Context: an optimization exercise on an open-source flow, tuned for small area and few clock cycles per item. The choices shown serve that exercise and are no tape-out recipe.
The RTL was checked by simulation tests, not by an equivalence proof against the original design.

==> flow/design.v <==
`timescale 1ns / 1ps
package plc_pkg;
    localparam int MAX_POINTS_DEF  = 7;
    localparam int COORD_BITS_DEF  = 16;
    localparam int MIN_POINTS      = 2;
    localparam int SAMPLE_W   = 17;
    localparam int VALUE_W    = 32;
    localparam int SEG_W      = 3;
    localparam int PCOUNT_W   = 3;
    localparam int CFG_IDX_W  = 4;
    localparam int CFG_DATA_W = 32;
    localparam int PX_LSB     = 16;
    localparam logic [CFG_IDX_W-1:0] REG_POINT_COUNT = 4'd0;
    localparam logic [CFG_IDX_W-1:0] REG_POINT_BASE  = 4'd1;
    localparam logic [PCOUNT_W-1:0] PCOUNT_RESET = 3'd2;
    localparam logic signed [VALUE_W-1:0] VALUE_MAX = 32'sh7fff_ffff;
    localparam logic signed [VALUE_W-1:0] VALUE_MIN = 32'sh8000_0000;
    typedef struct packed {
        logic [SEG_W-1:0] seg;
        logic             bypass;   
        logic             zerr;
        logic             qneg;     
    } t_tag;
endpackage
`timescale 1ns / 1ps
module plc_regs #(
    parameter int MAX_POINTS = plc_pkg::MAX_POINTS_DEF,
    parameter int COORD_BITS = plc_pkg::COORD_BITS_DEF
) (
    input  logic                            i_clk,
    input  logic                            i_rst_n,
    input  logic                            i_cfg_valid,
    output logic                            o_cfg_ready,
    input  logic [plc_pkg::CFG_IDX_W-1:0]   i_cfg_index,
    input  logic [plc_pkg::CFG_DATA_W-1:0]  i_cfg_data,
    output logic [MAX_POINTS-1:0][COORD_BITS-1:0] o_px,
    output logic [MAX_POINTS-1:0][COORD_BITS-1:0] o_py,
    output logic [plc_pkg::PCOUNT_W-1:0]    o_n_use
);
    logic [plc_pkg::PCOUNT_W-1:0]          r_count;
    logic [MAX_POINTS-1:0][COORD_BITS-1:0] r_px;
    logic [MAX_POINTS-1:0][COORD_BITS-1:0] r_py;
    logic                         w_wr;
    assign o_cfg_ready = 1'b1;
    assign w_wr        = i_cfg_valid && o_cfg_ready;
    always_ff @(posedge i_clk) begin
        if (!i_rst_n) begin
            r_count <= plc_pkg::PCOUNT_RESET;
            for (int k = 0; k < MAX_POINTS; k++) begin
                r_px[k] <= COORD_BITS'(k == 1);
                r_py[k] <= COORD_BITS'(k == 1);
            end
        end else if (w_wr) begin
            if (i_cfg_index == plc_pkg::REG_POINT_COUNT) begin
                r_count <= i_cfg_data[plc_pkg::PCOUNT_W-1:0];
            end
            for (int k = 0; k < MAX_POINTS; k++) begin
                if (i_cfg_index == plc_pkg::CFG_IDX_W'(int'(plc_pkg::REG_POINT_BASE) + k)) begin
                    r_px[k] <= i_cfg_data[plc_pkg::PX_LSB +: COORD_BITS];
                    r_py[k] <= i_cfg_data[COORD_BITS-1:0];
                end
            end
        end
    end
    always_comb begin
        if (r_count < plc_pkg::PCOUNT_W'(plc_pkg::MIN_POINTS)) begin
            o_n_use = plc_pkg::PCOUNT_W'(plc_pkg::MIN_POINTS);
        end else if (r_count > plc_pkg::PCOUNT_W'(MAX_POINTS)) begin
            o_n_use = plc_pkg::PCOUNT_W'(MAX_POINTS);
        end else begin
            o_n_use = r_count;
        end
    end
    assign o_px = r_px;
    assign o_py = r_py;
endmodule
`timescale 1ns / 1ps
module plc_front #(
    parameter int MAX_POINTS = plc_pkg::MAX_POINTS_DEF,
    parameter int COORD_BITS = plc_pkg::COORD_BITS_DEF,
    localparam int DVD_W     = plc_pkg::SAMPLE_W - 1 + COORD_BITS,
    localparam int STAGES    = (DVD_W + 1) / 2,
    localparam int DVD_PW    = 2 * STAGES
) (
    input  logic                                i_clk,
    input  logic                                i_rst_n,
    input  logic                                i_valid,
    input  logic signed [plc_pkg::SAMPLE_W-1:0] i_sample_in,
    input  logic [MAX_POINTS-1:0][COORD_BITS-1:0] i_px,
    input  logic [MAX_POINTS-1:0][COORD_BITS-1:0] i_py,
    input  logic [plc_pkg::PCOUNT_W-1:0]        i_n_use,
    output logic                                o_valid,
    output plc_pkg::t_tag                       o_tag,
    output logic signed [COORD_BITS-1:0]        o_y0,
    output logic [DVD_PW-1:0]                   o_dvd,
    output logic [COORD_BITS-1:0]               o_dvs
);
    localparam int CB     = COORD_BITS;
    localparam int PI_W   = $clog2(MAX_POINTS);
    localparam int PROD_W = CB + 1 + plc_pkg::SAMPLE_W;
    logic                        r1_valid;
    logic signed [plc_pkg::SAMPLE_W-1:0]  r1_sample;
    logic [plc_pkg::SEG_W-1:0]            r1_seg;
    logic                        r1_neg;
    logic [plc_pkg::SEG_W-1:0]            n1_seg;
    always_comb begin
        logic stop;
        stop   = 1'b0;
        n1_seg = '0;
        for (int k = 1; k < MAX_POINTS - 1; k++) begin
            if (!stop && (k + 1 < int'(i_n_use))
                    && ($unsigned(i_sample_in) >= plc_pkg::SAMPLE_W'(i_px[k]))) begin
                n1_seg = plc_pkg::SEG_W'(k);
            end else begin
                stop = 1'b1;
            end
        end
        if (i_sample_in[plc_pkg::SAMPLE_W-1]) begin
            n1_seg = '0;
        end
    end
    always_ff @(posedge i_clk) begin
        if (!i_rst_n) begin
            r1_valid <= 1'b0;
        end else begin
            r1_valid <= i_valid;
        end
    end
    always_ff @(posedge i_clk) begin
        r1_sample <= i_sample_in;
        r1_seg    <= n1_seg;
        r1_neg    <= i_sample_in[plc_pkg::SAMPLE_W-1];
    end
    logic [PI_W-1:0]             w_sel;
    logic [PI_W-1:0]             w_sel_nx;
    logic [CB-1:0]               w_x0;
    logic [CB-1:0]               w_x1;
    logic signed [CB-1:0]        w_y0;
    logic signed [CB-1:0]        w_y1;
    logic signed [CB:0]          n2_dx;
    logic signed [CB:0]          n2_dy;
    logic signed [plc_pkg::SAMPLE_W-1:0]  n2_ds;
    plc_pkg::t_tag                        n2_tag;
    logic                        r2_valid;
    plc_pkg::t_tag                        r2_tag;
    logic signed [CB-1:0]        r2_y0;
    logic signed [CB:0]          r2_dx;
    logic signed [CB:0]          r2_dy;
    logic signed [plc_pkg::SAMPLE_W-1:0]  r2_ds;
    assign w_sel    = r1_seg[PI_W-1:0];
    assign w_sel_nx = w_sel + PI_W'(1);
    assign w_x0     = i_px[w_sel];
    assign w_x1     = i_px[w_sel_nx];
    assign w_y0     = i_py[w_sel];
    assign w_y1     = i_py[w_sel_nx];
    always_comb begin
        n2_dx = $signed({1'b0, w_x1}) - $signed({1'b0, w_x0});
        n2_dy = $signed({w_y1[CB-1], w_y1}) - $signed({w_y0[CB-1], w_y0});
        n2_ds = r1_sample - $signed(plc_pkg::SAMPLE_W'(w_x0));
        n2_tag.seg    = r1_seg;
        n2_tag.zerr   = !r1_neg && (n2_dx == '0);
        n2_tag.bypass = r1_neg || (n2_dx == '0);
        n2_tag.qneg   = 1'b0;
    end
    always_ff @(posedge i_clk) begin
        if (!i_rst_n) begin
            r2_valid <= 1'b0;
        end else begin
            r2_valid <= r1_valid;
        end
    end
    always_ff @(posedge i_clk) begin
        r2_tag <= n2_tag;
        r2_y0  <= w_y0;
        r2_dx  <= n2_dx;
        r2_dy  <= n2_dy;
        r2_ds  <= n2_ds;
    end
    logic                        r3_valid;
    plc_pkg::t_tag                        r3_tag;
    logic signed [CB-1:0]        r3_y0;
    logic signed [CB:0]          r3_dx;
    logic signed [PROD_W-1:0]    r3_prod;
    always_ff @(posedge i_clk) begin
        if (!i_rst_n) begin
            r3_valid <= 1'b0;
        end else begin
            r3_valid <= r2_valid;
        end
    end
    always_ff @(posedge i_clk) begin
        r3_tag  <= r2_tag;
        r3_y0   <= r2_y0;
        r3_dx   <= r2_dx;
        r3_prod <= r2_dy * r2_ds;
    end
    logic signed [PROD_W-1:0]    n4_pabs;
    logic signed [CB:0]          n4_dabs;
    plc_pkg::t_tag                        n4_tag;
    logic                        r4_valid;
    plc_pkg::t_tag                        r4_tag;
    logic signed [CB-1:0]        r4_y0;
    logic [DVD_PW-1:0]           r4_dvd;
    logic [CB-1:0]               r4_dvs;
    always_comb begin
        n4_pabs     = r3_prod[PROD_W-1] ? -r3_prod : r3_prod;
        n4_dabs     = r3_dx[CB] ? -r3_dx : r3_dx;
        n4_tag      = r3_tag;
        n4_tag.qneg = r3_prod[PROD_W-1] ^ r3_dx[CB];
    end
    always_ff @(posedge i_clk) begin
        if (!i_rst_n) begin
            r4_valid <= 1'b0;
        end else begin
            r4_valid <= r3_valid;
        end
    end
    always_ff @(posedge i_clk) begin
        r4_tag <= n4_tag;
        r4_y0  <= r3_y0;
        r4_dvd <= n4_pabs[DVD_PW-1:0];
        r4_dvs <= n4_dabs[CB-1:0];
    end
    assign o_valid = r4_valid;
    assign o_tag   = r4_tag;
    assign o_y0    = r4_y0;
    assign o_dvd   = r4_dvd;
    assign o_dvs   = r4_dvs;
endmodule
`timescale 1ns / 1ps
module plc_div #(
    parameter int COORD_BITS = plc_pkg::COORD_BITS_DEF,
    localparam int DVD_W     = plc_pkg::SAMPLE_W - 1 + COORD_BITS,
    localparam int STAGES    = (DVD_W + 1) / 2,
    localparam int DVD_PW    = 2 * STAGES
) (
    input  logic                          i_clk,
    input  logic                          i_rst_n,
    input  logic                          i_valid,
    input  plc_pkg::t_tag                 i_tag,
    input  logic signed [COORD_BITS-1:0]  i_y0,
    input  logic [DVD_PW-1:0]             i_dvd,
    input  logic [COORD_BITS-1:0]         i_dvs,
    output logic                          o_valid,
    output plc_pkg::t_tag                 o_tag,
    output logic signed [COORD_BITS-1:0]  o_y0,
    output logic [DVD_PW-1:0]             o_quo
);
    localparam int CB = COORD_BITS;
    function automatic logic [CB+DVD_PW-1:0] div_step2(
        input logic [CB-1:0]     rem,
        input logic [DVD_PW-1:0] quo,
        input logic [CB-1:0]     dvs
    );
        logic [CB:0]       sh;
        logic [CB-1:0]     rm;
        logic [DVD_PW-1:0] q;
        rm = rem;
        q  = quo;
        for (int i = 0; i < 2; i++) begin
            sh = {rm, q[DVD_PW-1]};
            q  = {q[DVD_PW-2:0], 1'b0};
            if (sh >= {1'b0, dvs}) begin
                sh   = sh - {1'b0, dvs};
                q[0] = 1'b1;
            end
            rm = sh[CB-1:0];
        end
        div_step2 = {rm, q};
    endfunction
    logic [STAGES-1:0]    a_valid;
    logic [STAGES-1:0][plc_pkg::SEG_W+2:0] a_tag;
    logic [STAGES-1:0][CB-1:0] a_y0;
    logic [STAGES-1:0][CB-1:0] a_rem;
    logic [STAGES-1:0][DVD_PW-1:0] a_quo;
    logic [STAGES-1:0][CB-1:0] a_dvs;
    logic [STAGES-1:0]    r_valid;
    logic [STAGES-1:0][plc_pkg::SEG_W+2:0] r_tag;
    logic [STAGES-1:0][CB-1:0] r_y0;
    logic [STAGES-1:0][CB-1:0] r_rem;
    logic [STAGES-1:0][DVD_PW-1:0] r_quo;
    logic [STAGES-1:0][CB-1:0] r_dvs;
    logic [STAGES-1:0][CB+DVD_PW-1:0] n_step;
    for (genvar g = 0; g < STAGES; g++) begin : g_stage
        if (g == 0) begin : g_first
            assign a_valid[g] = i_valid;
            assign a_tag[g]   = i_tag;
            assign a_y0[g]    = i_y0;
            assign a_rem[g]   = '0;
            assign a_quo[g]   = i_dvd;
            assign a_dvs[g]   = i_dvs;
        end else begin : g_next
            assign a_valid[g] = r_valid[g-1];
            assign a_tag[g]   = r_tag[g-1];
            assign a_y0[g]    = r_y0[g-1];
            assign a_rem[g]   = r_rem[g-1];
            assign a_quo[g]   = r_quo[g-1];
            assign a_dvs[g]   = r_dvs[g-1];
        end
        assign n_step[g] = div_step2(a_rem[g], a_quo[g], a_dvs[g]);
        always_ff @(posedge i_clk) begin
            if (!i_rst_n) begin
                r_valid[g] <= 1'b0;
            end else begin
                r_valid[g] <= a_valid[g];
            end
        end
        always_ff @(posedge i_clk) begin
            r_tag[g] <= a_tag[g];
            r_y0[g]  <= a_y0[g];
            r_dvs[g] <= a_dvs[g];
            r_rem[g] <= n_step[g][CB+DVD_PW-1:DVD_PW];
            r_quo[g] <= n_step[g][DVD_PW-1:0];
        end
    end
    assign o_valid = r_valid[STAGES-1];
    assign o_tag   = r_tag[STAGES-1];
    assign o_y0    = r_y0[STAGES-1];
    assign o_quo   = r_quo[STAGES-1];
endmodule
`timescale 1ns / 1ps
module piecewise_linear_interpolator_core #(
    parameter int MAX_POINTS = plc_pkg::MAX_POINTS_DEF,
    parameter int COORD_BITS = plc_pkg::COORD_BITS_DEF
) (
    input  logic                                i_clk,
    input  logic                                i_rst_n,
    input  logic                                start,
    output logic                                busy,
    input  logic signed [plc_pkg::SAMPLE_W-1:0] i_sample_in,
    output logic                                o_done,
    output logic signed [plc_pkg::VALUE_W-1:0]  o_curve_value,
    output logic [plc_pkg::SEG_W-1:0]           o_segment_index,
    output logic                                o_zero_width_error,
    output logic                                o_overflow_flag,
    input  logic                                i_cfg_valid,
    output logic                                o_cfg_ready,
    input  logic [plc_pkg::CFG_IDX_W-1:0]       i_cfg_index,
    input  logic [plc_pkg::CFG_DATA_W-1:0]      i_cfg_data
);
    localparam int CB      = COORD_BITS;
    localparam int DVD_W   = plc_pkg::SAMPLE_W - 1 + COORD_BITS;
    localparam int STAGES  = (DVD_W + 1) / 2;
    localparam int DVD_PW  = 2 * STAGES;
    localparam int SUM_W   = (DVD_PW + 2 > plc_pkg::VALUE_W + 1) ? DVD_PW + 2 : plc_pkg::VALUE_W + 1;
    localparam int LAT     = STAGES + 7;
    logic [MAX_POINTS-1:0][CB-1:0] w_px;
    logic [MAX_POINTS-1:0][CB-1:0] w_py;
    logic [plc_pkg::PCOUNT_W-1:0]    w_n_use;
    logic                   w_accept;
    logic                   f_valid;
    plc_pkg::t_tag                   f_tag;
    logic signed [CB-1:0]   f_y0;
    logic [DVD_PW-1:0]      f_dvd;
    logic [CB-1:0]          f_dvs;
    logic                   d_valid;
    plc_pkg::t_tag                   d_tag;
    logic signed [CB-1:0]   d_y0;
    logic [DVD_PW-1:0]      d_quo;
    logic                   r_busy;
    always_ff @(posedge i_clk) begin
        if (!i_rst_n) begin
            r_busy <= 1'b1;
        end else begin
            r_busy <= 1'b0;
        end
    end
    assign busy     = r_busy;
    assign w_accept = start && !busy;
    plc_regs #(
        .MAX_POINTS (MAX_POINTS),
        .COORD_BITS (COORD_BITS)
    ) u_regs (
        .i_clk       (i_clk),
        .i_rst_n     (i_rst_n),
        .i_cfg_valid (i_cfg_valid),
        .o_cfg_ready (o_cfg_ready),
        .i_cfg_index (i_cfg_index),
        .i_cfg_data  (i_cfg_data),
        .o_px        (w_px),
        .o_py        (w_py),
        .o_n_use     (w_n_use)
    );
    plc_front #(
        .MAX_POINTS (MAX_POINTS),
        .COORD_BITS (COORD_BITS)
    ) u_front (
        .i_clk       (i_clk),
        .i_rst_n     (i_rst_n),
        .i_valid     (w_accept),
        .i_sample_in (i_sample_in),
        .i_px        (w_px),
        .i_py        (w_py),
        .i_n_use     (w_n_use),
        .o_valid     (f_valid),
        .o_tag       (f_tag),
        .o_y0        (f_y0),
        .o_dvd       (f_dvd),
        .o_dvs       (f_dvs)
    );
    plc_div #(
        .COORD_BITS (COORD_BITS)
    ) u_div (
        .i_clk   (i_clk),
        .i_rst_n (i_rst_n),
        .i_valid (f_valid),
        .i_tag   (f_tag),
        .i_y0    (f_y0),
        .i_dvd   (f_dvd),
        .i_dvs   (f_dvs),
        .o_valid (d_valid),
        .o_tag   (d_tag),
        .o_y0    (d_y0),
        .o_quo   (d_quo)
    );
    logic                      r5_valid;
    plc_pkg::t_tag                      r5_tag;
    logic signed [CB-1:0]      r5_y0;
    logic signed [SUM_W-1:0]   r5_q;
    logic signed [SUM_W-1:0]   n5_qs;
    always_comb begin
        n5_qs = $signed(SUM_W'(d_quo));
        if (d_tag.bypass) begin
            n5_qs = '0;
        end else if (d_tag.qneg) begin
            n5_qs = -n5_qs;
        end
    end
    logic                      r6_valid;
    plc_pkg::t_tag                      r6_tag;
    logic signed [SUM_W-1:0]   r6_sum;
    logic                      r_done;
    logic signed [plc_pkg::VALUE_W-1:0] r_value;
    logic [plc_pkg::SEG_W-1:0]          r_seg;
    logic                      r_zerr;
    logic                      r_ovf;
    logic                      n_ovf;
    logic signed [plc_pkg::VALUE_W-1:0] n_value;
    always_comb begin
        n_ovf = (r6_sum[SUM_W-1:plc_pkg::VALUE_W-1] != '0) && (r6_sum[SUM_W-1:plc_pkg::VALUE_W-1] != '1);
        if (!n_ovf) begin
            n_value = r6_sum[plc_pkg::VALUE_W-1:0];
        end else if (r6_sum[SUM_W-1]) begin
            n_value = plc_pkg::VALUE_MIN;
        end else begin
            n_value = plc_pkg::VALUE_MAX;
        end
    end
    always_ff @(posedge i_clk) begin
        if (!i_rst_n) begin
            r5_valid <= 1'b0;
            r6_valid <= 1'b0;
            r_done   <= 1'b0;
        end else begin
            r5_valid <= d_valid;
            r6_valid <= r5_valid;
            r_done   <= r6_valid;
        end
    end
    always_ff @(posedge i_clk) begin
        r5_tag  <= d_tag;
        r5_y0   <= d_y0;
        r5_q    <= n5_qs;
        r6_tag  <= r5_tag;
        r6_sum  <= SUM_W'(r5_y0) + r5_q;
        r_value <= n_value;
        r_seg   <= r6_tag.seg;
        r_zerr  <= r6_tag.zerr;
        r_ovf   <= n_ovf;
    end
    assign o_done             = r_done;
    assign o_curve_value      = r_value;
    assign o_segment_index    = r_seg;
    assign o_zero_width_error = r_zerr;
    assign o_overflow_flag    = r_ovf;
endmodule
==> flow/run.sh <==
#!/bin/bash
# synth_recipe.tcl (not shown) runs the flow's synth.tcl, then flattens the netlist and writes it again
# the make line also repeats each setting of config.mk as NAME=value (left out here)
make -C /OpenROAD-flow-scripts/flow DESIGN_CONFIG=/design/flow/config.mk WORK_HOME=/design/flow/orfs CLKGATE_MAP_FILE= SYNTH_SCRIPT=/design/flow/synth_recipe.tcl finish
==> flow/config.mk <==
export PLATFORM = sky130hd
export DESIGN_NAME = piecewise_linear_interpolator_core
export DESIGN_NICKNAME = piecewise_linear_interpolator_core
export VERILOG_FILES = /design/flow/design.v
export SDC_FILE = /design/flow/constraint.sdc
export NUM_CORES = 4
export LEC_CHECK = 0
export CAP_MARGIN = 20
export CORE_MARGIN = 2
export CORE_UTILIZATION = 40
export PLACE_DENSITY = 0.6
export SLEW_MARGIN = 20
==> flow/constraint.sdc <==
create_clock -name core_clock -period 10.0 [get_ports {i_clk}]
set_input_delay 2.0000 -clock core_clock [delete_from_list [all_inputs] [get_ports {i_clk}]]
set_output_delay 2.0000 -clock core_clock [all_outputs]
set_load 0.01 [all_outputs]
==> run summary <==
-- cell usage in the layout, fill, tap and decap left out, types with 204 or more instances in the layout --
cell,instances
mux2_2,294
nor2_1,565
o21ai_0,329
dfxtp_1,1954
inv_1,916
nand2_1,951
clkbuf_16,204
ha_1,747
xnor2_1,383
fa_1,330
a21oi_1,662
-- per-stage QoR --
stage	hold WS (ps)	instance area, um^2	util	worst slack (ps)
finish	283.4	103300	0.4537	2752
global route	289.3	103300	0.4536	2128
CTS	270.5	103300	0.4535	2668
detailed placement	312.1	95960	0.4214	2710
global placement	310.0	95960	0.4214	2773
floorplan	309.6	91720	-	3698
-- kinds of logic after synthesis --
family | Yosys count | share of synthesized area
xor+xnor | 518 | 0.04947
flops | 1957 | 0.4272
other cells | 1 | 0.00004089
fa+ha+maj | 1078 | 0.1741
buf+inv | 1162 | 0.04772
simple gates | 2406 | 0.1216
compound gates | 1731 | 0.1172
mux | 458 | 0.06273
-- area by class of cell --
cell class	instances	area, um^2	share of cell area
antenna	4	10.01	0.00009689
clock buffer	269	5749	0.05565
clock inverter	105	1559	0.01509
inverter	918	3451	0.03340
multi-input combinational	6192	48280	0.4673
sequential	1957	39190	0.3793
tap	3009	3765	0.03644
timing repair buffer	140	1309	0.01267
-- routing by layer --
layer | up-vias | track usage | routed length [um]
met2 | 1278 | 0.3163 | 104500
met5 | - | 0 | 0
li1 | 31730 | - | -
met3 | 356 | 0.02603 | 8549
met4 | 0 | 0.06661 | 7109
met1 | 30410 | 0.2264 | 93490
-- flip-flops by register name, summed over array words and instances (netlist names), 34 cells and up --
name	cells
u_regs.r_py	112
u_div.r_y0	256
r6_sum	34
u_div.r_dvs	240
u_div.r_tag	96
u_div.r_rem	240
u_regs.r_px	112
u_div.r_quo	512
r5_q	34
-- how the worst max path moves through the flow --
| stage | from | to | slack, ps | cells after the start |
|---|---|---|---|---|
| after global placement | u_front.r2_dy[16] | u_front.r3_prod[33] | 2770 | 19 |
| final | u_front.r2_ds[6] | u_front.r3_prod[33] | 2750 | 19 |
| after global routing | u_div.r_dvs[209] | u_div.r_rem[237] | 2130 | 24 |
| after floorplan | u_front.r2_dy[16] | u_front.r3_prod[33] | 3700 | 20 |
| after CTS | u_front.r2_ds[6] | u_front.r3_prod[33] | 2670 | 19 |
| after detailed placement | u_front.r2_ds[6] | u_front.r3_prod[33] | 2710 | 19 |
==> results.py <==
metrics = {
    "outcome": {
        "run_status": "timing/DRC/antenna clean",
    },
    "detailed_routing": {
        "drt-initial-drc-count": 3636,
        "detail_route.first_pass.iterations": 6,
        "detail_route.drc_violations": 0,
        "routed_wire_length_per_instance_um": 16.96,
        "antenna_violating_nets_post_route": 0,
        "drt_via_density": 5.063,
        "via_count": 63770,
        "drt-total-wl_um": 213600,
    },
    "synth": {
        "synth.cells.most_frequent": "1957 x dfxtp_1, 951 x nand2_1, 916 x inv_1",
        "mappedNetlistArea_um2": 91720,
        "most_used_standard_cell_by_instance_count_after_synthesis": "dfxtp_1",
        "synth_warnings": 4,
        "postSynthCellCount": 9311,
        "synth_sequential_area_ratio": 0.4272,
        "synthesis_stage_register_bit_count": 1957,
        "netlist.area_leader.share": 0.4272,
        "synth_area_leaders": "dfxtp_1 43%, ha_1 10%, fa_1 7.2%",
        "synth_area_per_cell_um2": 9.850,
        "synth-edff-count": 0,
        "postSynthNetCount": 10450,
        "netlist-cell-type-count": 85,
        "synth_top_area_cell": "dfxtp_1",
        "synth_ff_type": "dfxtp_1",
        "synth_async_sr_flop_share": 0,
    },
    "floorplanning": {
        "die_height_um": 482.8,
        "floorplan.initialDensity": 0.4028,
        "die-area_um2": 233100,
        "die_x_um": 482.8,
        "top_level_ports": 97,
        "placeableCoreArea_um2": 227700,
        "rows": 175,
    },
    "clock_network": {
        "number_of_gates_resized_after_cts": 0,
        "tritoncts": "built",
        "holdBufCountCts": 0,
        "cts_buffers": 203,
        "cts_setup_buffers": 0,
        "numClockSinks": 1957,
        "cts.reportedPaths.clkPinSlew_ps": 70,
        "clock_latency_ps": 850,
        "clk_root_buffer_cell": "clkbuf_16",
        "cts-htree-levels": 4,
        "maximum_count_of_clock_buffers_along_a_single_path": 3,
    },
    "cells_and_area": {
        "area.growth.synth_to_final_pct": 12.63,
        "fillerInstances": 21360,
        "final_cells": 12590,
        "final_net_count": 10550,
        "drive_gt1_frac": 0.08726,
    },
    "global_route": {
        "vias_in_the_first_global_route": 64360,
        "antenna_found_initial": 4,
        "grt_use_total": 0.1813,
        "grt_start_max_net_pins": 132,
        "grt_first_pass_wirelength_um": 341400,
        "gr-total-overflow": 0,
    },
    "sta": {
        "tightest_slew_ps": 1195,
        "finalHoldViolations": 0,
        "unrepaired_setup_endpoints_after_global_routing": "false",
        "fin_setup_tns_ps": 0,
        "slew_headroom": 0.1931,
        "report.final.setup_viol": 0,
        "maxClockFrequency_mhz": 138.0,
        "number_of_slew_limit_violations_in_the_final_report": 0,
        "clock-skew-final_ps": 72.06,
        "finalWorstPathRequiredPeriod_ps": 7248,
        "finalCritPeriodShare": 0.7248,
    },
    "min_path": {
        "holdCritPathClass": "reg2reg",
        "min_delay_path_depth": 0,
        "hp-start": "u_front.r2_y0[0]",
        "end_point_of_the_most_critical_hold_path": "u_front.r3_y0[0]",
    },
    "worst_setup_path": {
        "worstSetupPathType": "reg2reg",
        "critPathRequiredTime_ps": 10710,
        "setup.worst_path.end_class": "flop",
        "crit_slowest_cell": "fa_1",
        "worstPathCellList": "nand2_1 -> fa_1 -> inv_1 -> fa_1 -> inv_1 -> fa_1 -> fa_1 -> fa_1 -> fa_1 -> inv_1 -> ha_1 -> nand2_1 -> or2_2 -> o311ai_0 -> a21oi_1 -> nand2_1 -> a31o_2 -> a21oi_1 -> xnor2_1",
        "critical_path_buf_inv_count": 3,
        "critPathLaunchType": "flop",
        "critical_path.reg2reg.endpoint": "u_front.r3_prod[33]",
        "ff2ff_setup_slack_ps": 2750,
        "critPathMaxStageDelay_ps": 890,
        "critical_path.top_delay_family": "adder cells",
        "crit_path_max_fanout": 17,
        "critical-path-top-cell-by-count": "fa_1",
        "worst-endpoint-arrival_ps": 7960,
        "worst_reg_to_reg_path_cell_count": 19,
        "reg2reg_from": "u_front.r2_ds[6]",
    },
    "flow_run": {
        "drv.max_cap_violation_count": 0,
    },
    "placement": {
        "io_buffer_count": 95,
        "finalWeightedCongestion": 0.9027,
        "post_placement_cell_count": 12220,
        "dpl.hpwl_um": 163800,
    },
}
Testbench counts, summed over its fixed seeds: cycles 17,984, items 16,000.

## static timing again, ports no longer ideal
How much do the figures lean on ideal ports? The routed layout below was timed once more, with nothing changed but the port constraints. Step 1 (the two cells are an assumption about what drives the block):
set clk [get_ports {i_clk}]
set_driving_cell -lib_cell sky130_fd_sc_hd__clkbuf_16 $clk
set_driving_cell -lib_cell sky130_fd_sc_hd__buf_2 [delete_from_list [all_inputs] $clk]
Step 2 also shifts input and output timing later by t, the mid clock arrival at the registers, as if the neighbouring blocks saw the same clock. a / b / c = ideal ports / drivers / drivers and shift; a / b = the first two.
t (ns): 0.910
slack for setup (ns): 2.752 / 2.752 / 2.752
worst setup path at the end: register to register
After both steps setup and hold are still met in this run. The setup slack of this run moves by 0.000 ns with the drivers and by 0.000 ns with both steps.
